From an optimization exercise on the open Yosys and OpenROAD flow, aimed at small area, a short achievable clock period and few clock cycles; shortcuts taken in it are not production practice. The RTL was checked by simulation tests, not by an equivalence proof against the original design. No activity file was given, so power comes from the tool's default toggle rates.

## beep_and_melody_sequencer
module beep_and_melody_sequencer (
  input  logic             clk,
  input  logic             rst,
  input  logic             s_tvalid,
  output logic             s_tready,
  input  logic [31:0]      s_tdata,    
  input  logic [2:0]       s_tuser,    
  output logic             m_tvalid,
  input  logic             m_tready,
  output logic [47:0]      m_tdata,    
  input  logic             cfg_we,
  input  logic [2:0]       cfg_index,
  input  logic [CFG_W-1:0] cfg_data
);
Size: ~15000 cells after synthesis, about 6500 flip-flops, about 120 I/O pins.
Settings: LEC_CHECK=0, CAP_MARGIN=20, CORE_MARGIN=2, CORE_UTILIZATION=35, CTS_CLUSTER_DIAMETER=60, CTS_CLUSTER_SIZE=20, PLACE_DENSITY=0.5, SETUP_SLACK_MARGIN=5, SLEW_MARGIN=20, SYNTH_MEMORY_MAX_BITS=8192, TNS_END_PERCENT=100; clock period 8.0 ns.
standard.sh (not shown) runs the stock make flow with config.mk's settings and CLKGATE_MAP_FILE= SYNTH_SCRIPT=/design/flow/synth_recipe.tcl, a recipe that flattens the netlist after the stock synthesis.
==> flow/flow/run.sh <==
#!/bin/bash
# The standard layout, except that the port buffers are sky130_fd_sc_hd__buf_4 cells
# rather than the delay-cell buffers buffer_ports picks by default, and antenna repair
# gets more iterations after global and detailed routing.
set -euo pipefail
export BUFFER_PORTS_ARGS="-buffer_cell sky130_fd_sc_hd__buf_4"
export MAX_REPAIR_ANTENNAS_ITER_GRT=10
export MAX_REPAIR_ANTENNAS_ITER_DRT=10
bash standard.sh > standard.log 2>&1
Testbench counts at the start, summed over its fixed seeds: cycles 12,519.
==> next run, changes <==
--- a/flow/flow/run.sh
+++ b/flow/flow/run.sh
@@ -3,2 +3,3 @@
-# rather than the delay-cell buffers buffer_ports picks by default, and antenna repair
-# gets more iterations after global and detailed routing.
+# rather than the delay-cell buffers buffer_ports picks by default, clock tree synthesis
+# builds no dummy loads, and antenna repair gets more iterations after global and
+# detailed routing.
@@ -6,0 +8 @@
+export CTS_ARGS="-sink_clustering_enable -repair_clock_nets -sink_clustering_size 20 -sink_clustering_max_diameter 60 -dont_use_dummy_load"
CAP_MARGIN = 10   (was 20)
CTS_CLUSTER_DIAMETER = unset   (was 60)
CTS_CLUSTER_SIZE = unset   (was 20)
SETUP_SLACK_MARGIN = 4.7   (was 5)
SLEW_MARGIN = 10   (was 20)
Cell count decreases by a few percent.
Total power goes down by a little under a tenth.
Sequential share of layout area rises by 4.0 points.
Routed wire length drops by a few percent.
Area after synthesis does not change.
Die area is unchanged.
Global-route usage falls by 1.5 points.
Via count came out lower by a few percent.
Flip-flop and latch count is unchanged.
Count of clock-buffer cells in the layout is lower by 55.
==> next run, changes <==
==> flow/flow/run.sh (replaced) <==
#!/bin/bash
# The standard layout, except that the port buffers are sky130_fd_sc_hd__buf_4 cells
# rather than the delay-cell buffers buffer_ports picks by default, and antenna repair
# gets more iterations after global and detailed routing.
set -euo pipefail
export BUFFER_PORTS_ARGS="-buffer_cell sky130_fd_sc_hd__buf_4"
export MAX_REPAIR_ANTENNAS_ITER_GRT=10
export MAX_REPAIR_ANTENNAS_ITER_DRT=10
bash standard.sh > standard.log 2>&1
CAP_MARGIN = 20   (was 10)
CTS_CLUSTER_DIAMETER = 60   (was unset)
CTS_CLUSTER_SIZE = 20   (was unset)
SLEW_MARGIN = 20   (was 10)
The changed run finished with timing, DRC and antenna clean.
Cell area increases by 1.2%.
Die area stays the same.
Total power increases by about 6%.
Clock power increases by about 18%.
Wire length barely changes.
Register-to-register slack gets better by 0.07 ns.
Global-route usage increases by 0.11 points.
Core utilization increases by 0.50 points.
Via count increases by about 0.3%.
Sequential share of layout area decreases by 0.83 points.

* * *

Starting RTL as in the previous note.
export LEC_CHECK = 0
export CAP_MARGIN = 20
export CORE_MARGIN = 2
export CORE_UTILIZATION = 35
export PLACE_DENSITY = 0.5
export SETUP_SLACK_MARGIN = 4.7
export SLEW_MARGIN = 20
export SYNTH_MEMORY_MAX_BITS = 8192
export TNS_END_PERCENT = 100
create_clock -name core_clock -period 8.0 [get_ports {clk}]
==> flow/flow/run.sh <==
#!/bin/bash
# The standard layout, except that the port buffers are sky130_fd_sc_hd__buf_4 cells
# rather than the delay-cell buffers buffer_ports picks by default, and antenna repair
# gets more iterations after global and detailed routing.
set -euo pipefail
export BUFFER_PORTS_ARGS="-buffer_cell sky130_fd_sc_hd__buf_4"
export MAX_REPAIR_ANTENNAS_ITER_GRT=10
export MAX_REPAIR_ANTENNAS_ITER_DRT=10
bash standard.sh > standard.log 2>&1
The baseline finished with timing, DRC and antenna clean.
Testbench counts at the start, summed over its fixed seeds: cycles 12,519.
==> next run, changes <==
Settings changed: CORE_UTILIZATION 35 to 48, CTS_CLUSTER_DIAMETER set to 60, CTS_CLUSTER_SIZE set to 20, PLACE_DENSITY 0.5 to 0.58.
First-iteration DRC count rose by 14%. Worst setup slack loses 0.050 ns. Die area drops by 27%. Final area went down by 3.2%. Via count increases by 1.4%. Non-clock buffer count fell by 53. Clock power is lower by 16%.

[re-timing with driven ports]
The results above use ideal ports. As a check the final layouts listed here were re-extracted and re-timed, cells and wires unchanged.
Step 1: set_driving_cell puts a clkbuf_16 on clk and a buf_2 on each other input, an assumption about the parent block.
Step 2 adds t to the input delays and takes it off the output delays; t is the mean of the earliest and latest rising clock arrival at the registers after step 1. Input paths then give back, and output paths get back, about the clock's delay inside the block.
Slacks: ideal ports / drivers / drivers and shift; pairs: ideal ports / drivers.
run | t (ns) | setup slack, ns | hold WS [ns] | worst setup path at the end | latest minus earliest clock arrival (ns)
the first run of note 1 | 1.201 | 4.385 / 4.385 / 3.577 | 0.461 / 0.461 / 0.461 | input to register | 0.168 / 0.168
the second run of note 1 | 1.173 | 4.342 / 4.342 / 3.547 | 0.458 / 0.456 / 0.458 | input to register | 0.211 / 0.210
the third run of note 1 | 1.198 | 4.416 / 4.416 / 3.544 | 0.456 / 0.456 / 0.456 | input to register | 0.183 / 0.184
the first run of note 2 | 1.228 | 4.414 / 4.414 / 3.538 | 0.458 / 0.438 / 0.458 | input to register | 0.146 / 0.147
the second run of note 2 | 1.179 | 4.364 / 4.364 / 3.517 | 0.467 / 0.467 / 0.467 | input to register | 0.111 / 0.111
After both steps every run listed still meets setup and hold. For the first run of note 2, which loses most, drivers alone change the setup slack by 0.000 ns; drivers and shift together by -0.876 ns.
